From an optimization exercise on the open Yosys and OpenROAD flow, aimed at small area, a short achievable clock period and few clock cycles per item; shortcuts taken in it are not production practice. The RTL was checked by simulation tests, not by an equivalence proof against the original design. Power figures rest on the tool's default switching activity, not on a simulated workload.

`design/flow/config.mk`:
```
export PLATFORM = sky130hd
export DESIGN_NAME = integer_dct_8x8_2d
export DESIGN_NICKNAME = integer_dct_8x8_2d
export VERILOG_FILES = /design/flow/design.v
export SDC_FILE = /design/flow/constraint.sdc
export NUM_CORES = 4
export LEC_CHECK = 0
export CAP_MARGIN = 20
export CORE_MARGIN = 2
export CORE_UTILIZATION = 30
export SETUP_SLACK_MARGIN = 0.3
export SLEW_MARGIN = 20
```
`design/flow/constraint.sdc`:
```
create_clock -name core_clock -period 7.5 [get_ports {clk}]
set_input_delay 1.5000 -clock core_clock [delete_from_list [all_inputs] [get_ports {clk}]]
set_output_delay 1.5000 -clock core_clock [all_outputs]
set_load 0.01 [all_outputs]
```
`design/flow/design.v`:
```
`default_nettype none
package dct2d_pkg;
  localparam int LANES    = 8;
  localparam int SAMPLE_W = 8;
  localparam int COEF_W   = 16;
  localparam int ROW_W    = $clog2(LANES);
  localparam int NUM_BUF  = 2;
  localparam int BUF_W    = $clog2(NUM_BUF);
  localparam int ADDR_W   = BUF_W + ROW_W;
  localparam int HELD_W   = $clog2(NUM_BUF + 1);
  localparam int QDEPTH   = 2;
  localparam int QPTR_W   = $clog2(QDEPTH);
  localparam int QCNT_W   = $clog2(QDEPTH + 1);
  localparam logic [ROW_W-1:0] LAST_IDX = ROW_W'(LANES - 1);
  typedef logic [SAMPLE_W-1:0] sample_t;
  typedef logic [COEF_W-1:0]   coef_t;
  typedef logic [LANES*SAMPLE_W-1:0] srow_t;
  typedef logic [LANES*COEF_W-1:0]   vec_t;
  typedef logic [ADDR_W-1:0]   addr_t;
  typedef struct packed {
    logic  en;
    addr_t addr;
  } rd_req_t;
  typedef struct packed {
    logic             vld;
    logic [BUF_W-1:0] idx;
  } tok_t;
  function automatic coef_t asr(coef_t x, integer sh);
    asr = $signed(x) >>> sh;
  endfunction
  function automatic vec_t bf_pre(vec_t v);
    vec_t  r;
    coef_t a0, a1, a2, a3;
    a0 = v[0 +: 16] + v[112 +: 16];
    a1 = v[16 +: 16] + v[96 +: 16];
    a2 = v[32 +: 16] + v[80 +: 16];
    a3 = v[48 +: 16] + v[64 +: 16];
    r[64 +: 16] = v[0 +: 16] - v[112 +: 16];
    r[80 +: 16] = v[16 +: 16] - v[96 +: 16];
    r[96 +: 16] = v[32 +: 16] - v[80 +: 16];
    r[112 +: 16] = v[48 +: 16] - v[64 +: 16];
    r[0 +: 16] = a0 + a3;
    r[16 +: 16] = a1 + a2;
    r[32 +: 16] = a0 - a3;
    r[48 +: 16] = a1 - a2;
    bf_pre = r;
  endfunction
  function automatic vec_t bf_post(vec_t m);
    vec_t  r;
    coef_t c0, c1, c2, c3, c4, c5, c6, c7;
    coef_t q4, q7, o4, o5, o6, o7;
    c0 = m[0 +: 16] + m[16 +: 16];
    c1 = m[0 +: 16] - m[16 +: 16];
    c2 = m[32 +: 16] + asr(m[32 +: 16], 2) + asr(m[48 +: 16], 1);
    c3 = asr(m[32 +: 16], 1) - m[48 +: 16] - asr(m[48 +: 16], 2);
    q4 = asr(m[64 +: 16], 2);
    q7 = asr(m[112 +: 16], 2);
    o4 = q7 + m[64 +: 16] + q4 - asr(m[64 +: 16], 4);
    o7 = q4 - m[112 +: 16] + asr(m[112 +: 16], 4) - q7;
    o5 = m[80 +: 16] + m[96 +: 16] - asr(m[96 +: 16], 2) - asr(m[96 +: 16], 4);
    o6 = m[96 +: 16] - m[80 +: 16] + asr(m[80 +: 16], 2) + asr(m[80 +: 16], 4);
    c4 = o4 + o5;
    c5 = o4 - o5;
    c6 = o6 + o7;
    c7 = o6 - o7;
    r[0 +: 16] = c0;
    r[16 +: 16] = c4;
    r[32 +: 16] = c2;
    r[48 +: 16] = c5 - c7;
    r[64 +: 16] = c1;
    r[80 +: 16] = c5 + c7;
    r[96 +: 16] = c3;
    r[112 +: 16] = c6;
    bf_post = r;
  endfunction
endpackage
`default_nettype wire
`default_nettype none
module dct2d_front (
  input  logic              clk,
  input  logic              rst_n,
  input  logic              in_valid,
  output logic              in_stall,
  input  dct2d_pkg::srow_t  in_row,
  input  logic              release_blk,
  output dct2d_pkg::tok_t   tok_push,
  input  dct2d_pkg::rd_req_t rd_req,
  output dct2d_pkg::srow_t  rd_data
);
  dct2d_pkg::srow_t             mem [0:dct2d_pkg::NUM_BUF*dct2d_pkg::LANES-1];
  logic [dct2d_pkg::ROW_W-1:0]  wrow_r, wrow_nxt;
  logic [dct2d_pkg::BUF_W-1:0]  wbuf_r, wbuf_nxt;
  logic [dct2d_pkg::HELD_W-1:0] held_r, held_nxt;
  logic              accept;
  assign in_stall = (held_r == dct2d_pkg::HELD_W'(dct2d_pkg::NUM_BUF));
  assign accept   = in_valid && !in_stall;
  assign tok_push.vld = accept && (wrow_r == dct2d_pkg::LAST_IDX);
  assign tok_push.idx = wbuf_r;
  always_comb begin
    wrow_nxt = wrow_r;
    wbuf_nxt = wbuf_r;
    held_nxt = held_r;
    if (accept) begin
      wrow_nxt = wrow_r + dct2d_pkg::ROW_W'(1);
    end
    if (tok_push.vld) begin
      wbuf_nxt = wbuf_r + dct2d_pkg::BUF_W'(1);
    end
    if (tok_push.vld && !release_blk) begin
      held_nxt = held_r + dct2d_pkg::HELD_W'(1);
    end else if (!tok_push.vld && release_blk) begin
      held_nxt = held_r - dct2d_pkg::HELD_W'(1);
    end
  end
  always_ff @(posedge clk) begin
    if (!rst_n) begin
      wrow_r <= '0;
      wbuf_r <= '0;
      held_r <= '0;
    end else begin
      wrow_r <= wrow_nxt;
      wbuf_r <= wbuf_nxt;
      held_r <= held_nxt;
    end
  end
  always_ff @(posedge clk) begin
    if (accept) begin
      mem[{wbuf_r, wrow_r}] <= in_row;
    end
    if (rd_req.en) begin
      rd_data <= mem[rd_req.addr];
    end
  end
endmodule
`default_nettype wire
`default_nettype none
module dct2d_queue (
  input  logic                          clk,
  input  logic                          rst_n,
  input  dct2d_pkg::tok_t               push,
  input  logic                          pop,
  output logic                          empty,
  output logic                          full,
  output logic [dct2d_pkg::BUF_W-1:0]   head_idx
);
  logic [dct2d_pkg::BUF_W-1:0]  slots_r [0:dct2d_pkg::QDEPTH-1];
  logic [dct2d_pkg::QPTR_W-1:0] wp_r, rp_r;
  logic [dct2d_pkg::QCNT_W-1:0] cnt_r, cnt_nxt;
  logic              do_pop;
  assign empty    = (cnt_r == '0);
  assign full     = (cnt_r == dct2d_pkg::QCNT_W'(dct2d_pkg::QDEPTH));
  assign head_idx = slots_r[rp_r];
  assign do_pop   = pop && !empty;
  always_comb begin
    cnt_nxt = cnt_r;
    if (push.vld && !do_pop) begin
      cnt_nxt = cnt_r + dct2d_pkg::QCNT_W'(1);
    end else if (!push.vld && do_pop) begin
      cnt_nxt = cnt_r - dct2d_pkg::QCNT_W'(1);
    end
  end
  always_ff @(posedge clk) begin
    if (!rst_n) begin
      wp_r  <= '0;
      rp_r  <= '0;
      cnt_r <= '0;
    end else begin
      cnt_r <= cnt_nxt;
      if (push.vld) begin
        wp_r <= wp_r + dct2d_pkg::QPTR_W'(1);
      end
      if (do_pop) begin
        rp_r <= rp_r + dct2d_pkg::QPTR_W'(1);
      end
    end
  end
  always_ff @(posedge clk) begin
    if (push.vld) begin
      slots_r[wp_r] <= push.idx;
    end
  end
endmodule
`default_nettype wire
`default_nettype none
module dct2d_back (
  input  logic                         clk,
  input  logic                         rst_n,
  input  logic                         q_empty,
  input  logic [dct2d_pkg::BUF_W-1:0]  q_idx,
  output logic                         q_pop,
  output dct2d_pkg::rd_req_t           rd_req,
  input  dct2d_pkg::srow_t             rd_data,
  output logic                         release_blk,
  output logic                         out_valid,
  input  logic                         out_stall,
  output dct2d_pkg::vec_t              out_vec,
  output logic                         out_last
);
  typedef enum logic [2:0] {
    S_IDLE, S_LOAD, S_DRAIN, S_COLA, S_COLB, S_ROWA, S_ROWB
  } state_t;
  state_t           state_r;
  logic [dct2d_pkg::ROW_W-1:0] cnt_r;
  logic [dct2d_pkg::BUF_W-1:0] buf_r;
  logic             rdv_r;
  logic [511:0]     xrow_r;
  logic [1023:0]    mid_r;
  logic [1023:0]    ymat_r;
  logic [1023:0]    pre_in;
  logic [1023:0]    post_out;
  logic             out_free;
  assign out_free    = !out_valid || !out_stall;
  assign q_pop       = (state_r == S_IDLE) && !q_empty;
  assign rd_req.en   = (state_r == S_LOAD);
  assign rd_req.addr = {buf_r, cnt_r};
  assign release_blk = (state_r == S_DRAIN);
  for (genvar gl = 0; gl < 8; gl++) begin : g_lane
    for (genvar gr = 0; gr < 8; gr++) begin : g_row
      if (gl == 0) begin : g_mux
        assign pre_in[128*gl + 16*gr +: 16] = (state_r == S_ROWA) ? ymat_r[16*gr +: 16]
                                              : {8'd0, xrow_r[64*gr + 8*gl +: 8]};
      end else begin : g_col
        assign pre_in[128*gl + 16*gr +: 16] = {8'd0, xrow_r[64*gr + 8*gl +: 8]};
      end
    end
    assign post_out[128*gl +: 128] = dct2d_pkg::bf_post(mid_r[128*gl +: 128]);
  end
  always_ff @(posedge clk) begin
    if (rdv_r) begin
      xrow_r <= {rd_data, xrow_r[511:64]};
    end
    if (state_r == S_COLA || state_r == S_ROWA) begin
      for (int l = 0; l < 8; l++) begin
        mid_r[128*l +: 128] <= dct2d_pkg::bf_pre(pre_in[128*l +: 128]);
      end
    end
    if (state_r == S_COLB) begin
      for (int i = 0; i < 8; i++) begin
        for (int j = 0; j < 8; j++) begin
          ymat_r[128*i + 16*j +: 16] <= post_out[128*j + 16*i +: 16];
        end
      end
    end else if (state_r == S_ROWB && out_free) begin
      ymat_r <= {ymat_r[1023:896], ymat_r[1023:128]};
    end
  end
  always_ff @(posedge clk) begin
    if (!rst_n) begin
      state_r   <= S_IDLE;
      cnt_r     <= '0;
      buf_r     <= '0;
      rdv_r     <= 1'b0;
      out_valid <= 1'b0;
    end else begin
      rdv_r <= (state_r == S_LOAD);
      if (out_valid && !out_stall && state_r != S_ROWB) begin
        out_valid <= 1'b0;
      end
      case (state_r)
        S_IDLE: begin
          if (!q_empty) begin
            buf_r   <= q_idx;
            cnt_r   <= '0;
            state_r <= S_LOAD;
          end
        end
        S_LOAD: begin
          cnt_r <= cnt_r + dct2d_pkg::ROW_W'(1);
          if (cnt_r == dct2d_pkg::LAST_IDX) begin
            state_r <= S_DRAIN;
          end
        end
        S_DRAIN: state_r <= S_COLA;
        S_COLA:  state_r <= S_COLB;
        S_COLB:  state_r <= S_ROWA;
        S_ROWA:  state_r <= S_ROWB;
        S_ROWB: begin
          if (out_free) begin
            out_vec   <= post_out[127:0];
            out_last  <= (cnt_r == dct2d_pkg::LAST_IDX);
            out_valid <= 1'b1;
            cnt_r     <= cnt_r + dct2d_pkg::ROW_W'(1);
            state_r   <= (cnt_r == dct2d_pkg::LAST_IDX) ? S_IDLE : S_ROWA;
          end
        end
        default: state_r <= S_IDLE;
      endcase
    end
  end
endmodule
`default_nettype wire
`default_nettype none
module integer_dct_8x8_2d (
  input  logic                                clk,
  input  logic                                rst_n,
  input  logic                                in_valid,
  output logic                                in_stall,
  input  logic [dct2d_pkg::SAMPLE_W-1:0]      in_sample_0,
  input  logic [dct2d_pkg::SAMPLE_W-1:0]      in_sample_1,
  input  logic [dct2d_pkg::SAMPLE_W-1:0]      in_sample_2,
  input  logic [dct2d_pkg::SAMPLE_W-1:0]      in_sample_3,
  input  logic [dct2d_pkg::SAMPLE_W-1:0]      in_sample_4,
  input  logic [dct2d_pkg::SAMPLE_W-1:0]      in_sample_5,
  input  logic [dct2d_pkg::SAMPLE_W-1:0]      in_sample_6,
  input  logic [dct2d_pkg::SAMPLE_W-1:0]      in_sample_7,
  output logic                                out_valid,
  input  logic                                out_stall,
  output logic signed [dct2d_pkg::COEF_W-1:0] out_coef_0,
  output logic signed [dct2d_pkg::COEF_W-1:0] out_coef_1,
  output logic signed [dct2d_pkg::COEF_W-1:0] out_coef_2,
  output logic signed [dct2d_pkg::COEF_W-1:0] out_coef_3,
  output logic signed [dct2d_pkg::COEF_W-1:0] out_coef_4,
  output logic signed [dct2d_pkg::COEF_W-1:0] out_coef_5,
  output logic signed [dct2d_pkg::COEF_W-1:0] out_coef_6,
  output logic signed [dct2d_pkg::COEF_W-1:0] out_coef_7,
  output logic                                out_last_row
);
  dct2d_pkg::srow_t            in_row;
  dct2d_pkg::srow_t            rd_data;
  dct2d_pkg::rd_req_t          rd_req;
  dct2d_pkg::tok_t             tok_push;
  logic             release_blk;
  logic             q_pop;
  logic             q_empty;
  logic             q_full;
  logic [dct2d_pkg::BUF_W-1:0] q_idx;
  dct2d_pkg::vec_t             out_vec;
  assign in_row[0 +: 8] = in_sample_0;
  assign in_row[8 +: 8] = in_sample_1;
  assign in_row[16 +: 8] = in_sample_2;
  assign in_row[24 +: 8] = in_sample_3;
  assign in_row[32 +: 8] = in_sample_4;
  assign in_row[40 +: 8] = in_sample_5;
  assign in_row[48 +: 8] = in_sample_6;
  assign in_row[56 +: 8] = in_sample_7;
  assign out_coef_0 = out_vec[0 +: 16];
  assign out_coef_1 = out_vec[16 +: 16];
  assign out_coef_2 = out_vec[32 +: 16];
  assign out_coef_3 = out_vec[48 +: 16];
  assign out_coef_4 = out_vec[64 +: 16];
  assign out_coef_5 = out_vec[80 +: 16];
  assign out_coef_6 = out_vec[96 +: 16];
  assign out_coef_7 = out_vec[112 +: 16];
  dct2d_front u_front (
    .clk         (clk),
    .rst_n       (rst_n),
    .in_valid    (in_valid),
    .in_stall    (in_stall),
    .in_row      (in_row),
    .release_blk (release_blk),
    .tok_push    (tok_push),
    .rd_req      (rd_req),
    .rd_data     (rd_data)
  );
  dct2d_queue u_queue (
    .clk      (clk),
    .rst_n    (rst_n),
    .push     (tok_push),
    .pop      (q_pop),
    .empty    (q_empty),
    .full     (q_full),
    .head_idx (q_idx)
  );
  dct2d_back u_back (
    .clk         (clk),
    .rst_n       (rst_n),
    .q_empty     (q_empty),
    .q_idx       (q_idx),
    .q_pop       (q_pop),
    .rd_req      (rd_req),
    .rd_data     (rd_data),
    .release_blk (release_blk),
    .out_valid   (out_valid),
    .out_stall   (out_stall),
    .out_vec     (out_vec),
    .out_last    (out_last_row)
  );
endmodule
`default_nettype wire
```
`design/flow/run.sh`:
```
#!/bin/bash
# synth_recipe.tcl (not shown) runs the flow's synth.tcl, then flattens the netlist and writes it again
# the make line also repeats each setting of config.mk as NAME=value (left out here)
make -C /OpenROAD-flow-scripts/flow DESIGN_CONFIG=/design/flow/config.mk WORK_HOME=/design/flow/orfs CLKGATE_MAP_FILE= SYNTH_SCRIPT=/design/flow/synth_recipe.tcl finish
```
==> flow_summary.rst <==
.. list-table::
   :header-rows: 1

   * - Metric
     - Value
   * - Result of the run
     - finished clean
   * - Area occupied by registers
     - 105,000 sq um
   * - Yosys reg bits
     - 3,500
   * - Clk root buf
     - clkbuf_16
   * - Residual DRC count
     - 0
   * - Placement row count
     - 327
   * - Share of the synthesized area in the top cell type
     - 43.8%
   * - Final count of pins violating max slew
     - 0
   * - Proportion of synthesized flip-flops having asynchronous set or reset
     - 0%
   * - Mapped Avg Cell Area
     - 11.1 sq um
   * - Most used cells in the layout excluding fill and tap cells
     - edfxtp_1 (3,481), inv_1 (3,135), ha_1 (2,469)
   * - Count of antenna-violating nets left after detailed routing
     - 0
   * - Final design instance area without fill
     - 267,000 sq um
   * - Most common cell after layout, fill and taps aside
     - edfxtp_1
   * - Final hold violation count
     - 0
   * - Met2 WL
     - 270,000 microns
   * - Clock tree from TritonCTS
     - built
   * - Die Height
     - 895 microns
   * - Number of different library cells in the post-synthesis netlist
     - 94
   * - Measured slew at the worst slew-check pin
     - 1.26 ns
   * - Required time reported for the critical path endpoint
     - 8.20 ns
   * - Placement-stage cell area
     - 253,000 sq um
   * - Routed met3 length
     - 31,500 microns
   * - Instance count of the mapped netlist
     - 21,400
   * - Signed area change from the synthesized netlist to the final layout
     - 11.8%
   * - # fillers
     - 78,500
   * - Top routing layer in use
     - met5
   * - Primary FF master, synth
     - edfxtp_1
   * - Starting DRC count in detailed routing
     - 11,900
   * - Largest fanout of any net on the critical path
     - 10
   * - Crit. End Element
     - register
   * - Most common cell type on the critical path
     - nor2_1
   * - Wire length of the first global-routing pass
     - 913,000 microns
   * - Number of maximum-capacitance violations
     - 0
   * - Data arrival time of the critical path
     - 7.56 ns
   * - Number of buffers created by CTS
     - 397
   * - Post-synthesis instance area
     - 238,000 sq um
   * - Total overflow reported by the global router
     - 0
   * - Clock period minus worst slack
     - 6.86 ns
   * - Cell types with the largest area share after synthesis
     - edfxtp_1 (44%), ha_1 (13%), fa_1 (8.0%)
   * - Power density over the cells
     - 204 nW/um^2
   * - Number of buffer cells added on primary ports
     - 198
   * - Std-Cell Core Area
     - 793,000 sq um
   * - IR drop worst, VDD
     - 0.000249 V
   * - Longest individual stage delay on the worst path
     - 0.56 ns
   * - Hold-fix buffer count after cts
     - 0
   * - HPWL after detailed placement
     - 468,000 microns
   * - Clock latency on the worst-skew pair
     - 1.10 ns
   * - Die width
     - 895 microns
   * - Routed wire length
     - 604,000 microns
   * - Class of the tightest hold or removal check
     - reg2reg
   * - Number of detailed-routing iterations run before antenna repair
     - 6
   * - Final setup viols
     - 0
   * - Boundary pin count
     - 199
   * - EDFF count, synth
     - 3,481
   * - Cell count after placement
     - 31,800
   * - Share of the cycle needed by the critical path after routing
     - 91.5%
   * - CTS max path bufs
     - 4
   * - Syn nets
     - 24,900
   * - Deepest level of the CTS H-tree
     - 5
   * - Fraction of final layout cells sized beyond drive strength 1
     - 6.00%
   * - Worst Hold Slack
     - 0.364 ns
   * - Setup TNS Final
     - 0 ns
   * - Placer's final routability congestion estimate
     - 0.883
   * - Portion of the post-synthesis area used by sequential elements
     - 44.0%
   * - Total via count in the routed design
     - 153,000
   * - Setup skew after layout
     - 0.161 ns
   * - Count of placed standard cells in the final layout, fillers left out
     - 32,500
   * - Slowest-stage cell, CP
     - fa_1
   * - Combined area of the multi-input logic cells
     - 120,000 sq um
   * - Number of warning messages in the yosys log
     - 3
   * - CP Launch Type
     - register
   * - Clock input transition at the sequential cells of the worst setup and hold paths
     - 0.06 ns
   * - Max Freq
     - 146 MHz
   * - Worst slew margin
     - 15.1%
   * - Total routing resource utilization after global routing
     - 14.6%
   * - Critical path start-end classification
     - reg2reg
   * - Per-cell routed wire length
     - 18.6 microns
   * - Starting Density
     - 30.1%
   * - Nets
     - 25,100
   * - Number of clock sinks
     - 3,500
   * - Final core occ
     - 33.6%
   * - Largest net degree at the start of global routing
     - 202
   * - Wire length on met1
     - 287,000 microns
   * - Antenna violations before repair
     - 83
   * - Largest area contributor in the synthesized netlist
     - edfxtp_1
   * - Number of global-route vias before repair
     - 153,000
   * - Routed via count divided by cell count
     - 4.70
   * - Setup repair after global routing missed its margin
     - true
   * - Die Area
     - 802,000 sq um
   * - Leak Pwr
     - 0.109 uW
routing by layer:
metal | track usage, % | up-vias
met2 | 23.4 | 3168
met4 | 3.47 | 42
li1 | - | 73900
met1 | 21.0 | 75100
met5 | 0 | -
met3 | 1.88 | 707
per-stage QoR:
step,setup WS (ns),total power (uW)
after floorplan,-9.74,31600
after CTS,0.516,54900
after global routing,0.225,56900
after global placement,0.502,35200
after detailed placement,0.462,35400
final,0.639,54500
logic make-up (layout without fill, tap and decap cells):
| kind of cell | count (synthesis) | count (layout) | share of synthesized area, % |
|---|---|---|---|
| AOI/OAI and AO/OA | 4342 | 4342 | 11.3 |
| and+or+nand+nor | 4255 | 4255 | 7.75 |
| buffers and inverters | 3693 | 4214 | 5.82 |
| DFF | 3500 | 3500 | 44.0 |
| adders and majority gates | 3423 | 3423 | 21.0 |
| xor gates and xnor gates | 1875 | 1875 | 6.93 |
| muxes | 360 | 360 | 3.20 |
| other | 0 | 36 | 0 |
Yosys cell counts (all sizes together) (24+ instances only):
master,number
nand2b,159
nor2,1571
o21bai,589
mux4,320
o21ba,57
a31o,30
buf,48
nor3,240
nor2b,187
xor2,633
a21oi,1313
o31ai,173
o21ai,1160
nand2,1565
and3,111
a211oi,44
or3,76
a31oi,67
nand3,74
o41ai,52
clkbuf,503
a21o,316
a2111oi,47
ha,2474
inv,3137
mux2,24
xnor2,1235
nor4,30
a211o,35
or2,76
o31a,31
o211ai,45
edfxtp,3481
and2,102
o21a,129
fa,949
a21boi,93
worst paths after layout:
path,from,endpoint,slack [ns],depth (start not counted)
worst min register to register,u_front.rd_data[62]$_DFFE_PP_,u_back.xrow_r[510]$_DFFE_PP_,0.36,0
worst max register to register,u_back.mid_r[450]$_DFFE_PP_,u_back.ymat_r[446]$_DFFE_PP_,0.64,28
worst min-delay path,u_front.rd_data[62]$_DFFE_PP_,u_back.xrow_r[510]$_DFFE_PP_,0.36,0
worst max-delay path,u_back.mid_r[450]$_DFFE_PP_,u_back.ymat_r[446]$_DFFE_PP_,0.64,28
critical path: cells and delay by family (launching register included):
family                     cells  cell delay, ns
adders and majority gates      6            2.51
xor gates and xnor gates       3            0.52
AOI/OAI and AO/OA             11            2.29
buffers and inverters          3            0.29
and+or+nand+nor                5            0.49
DFF                            1            0.44
report_power, final:
part           internal, uW  leakage, uW  switching [uW]
sequential            23000       0.0316             557
clock                 11200      0.00626            8320
combinational          4310       0.0713            7140
total                 38500        0.109           16000
repair_timing:
item / in CTS / in global routing
endpoints found under the setup margin: 0 / 34
gates resized for setup: 0 / 48
buffers inserted: 0 / 3
final cells by class:
| type | instances | share of cell area, % |
|---|---|---|
| Tap cell | 10500 | 4.94 |
| Antenna cell | 36 | 0.0338 |
| Multi-Input combinational cell | 14300 | 45.0 |
| Sequential cell | 3500 | 39.4 |
| Timing Repair Buffer | 347 | 1.37 |
| Clock inverter | 260 | 1.00 |
| Inverter | 3142 | 4.43 |
| Clock buffer | 465 | 3.85 |
registers in the layout, summed over array words and instances, names as in the netlist:
| name | flops |
|---|---|
| u_back.ymat_r | 1024 |
| u_front.mem | 1024 |
| u_back.mid_r | 728 |
| u_back.xrow_r | 512 |
| u_back.out_vec | 126 |
| u_front.rd_data | 64 |
| u_back.cnt_r | 3 |
| u_back.state_r | 3 |
| u_front.wrow_r | 3 |
| u_front.held_r | 2 |
| u_queue.cnt_r | 2 |
| u_queue.slots_r | 2 |
| u_back.buf_r | 1 |
| u_back.out_last | 1 |
| u_back.out_valid | 1 |
| u_back.rdv_r | 1 |
| u_front.wbuf_r | 1 |
| u_queue.rp_r | 1 |
| u_queue.wp_r | 1 |
Testbench counts, summed over its fixed seeds: cycles 7,240, blocks 256.

## what the ideal ports hide
Ports are ideal in the flow. The routed layout listed here was re-timed in OpenROAD.
Step 1 assumes that a clkbuf_16 drives the clock port and a buf_2 every other input.
Step 2 adds t to the input delays and takes it off the output delays; t is the mean of the earliest and latest rising clock arrival at the registers after step 1. Input paths then give back, and output paths get back, about the clock's delay inside the block.
Three values: no drivers, after step 1, after step 2; two values: the first two.
shift t [ns]: 1.159
slack for setup (ns): 0.639 / 0.639 / 0.639
latest minus earliest clock arrival (ns): 0.165 / 0.165
After both steps this run still meets setup and hold. For this run, drivers alone change the setup slack by 0.000 ns; drivers and shift together by 0.000 ns.
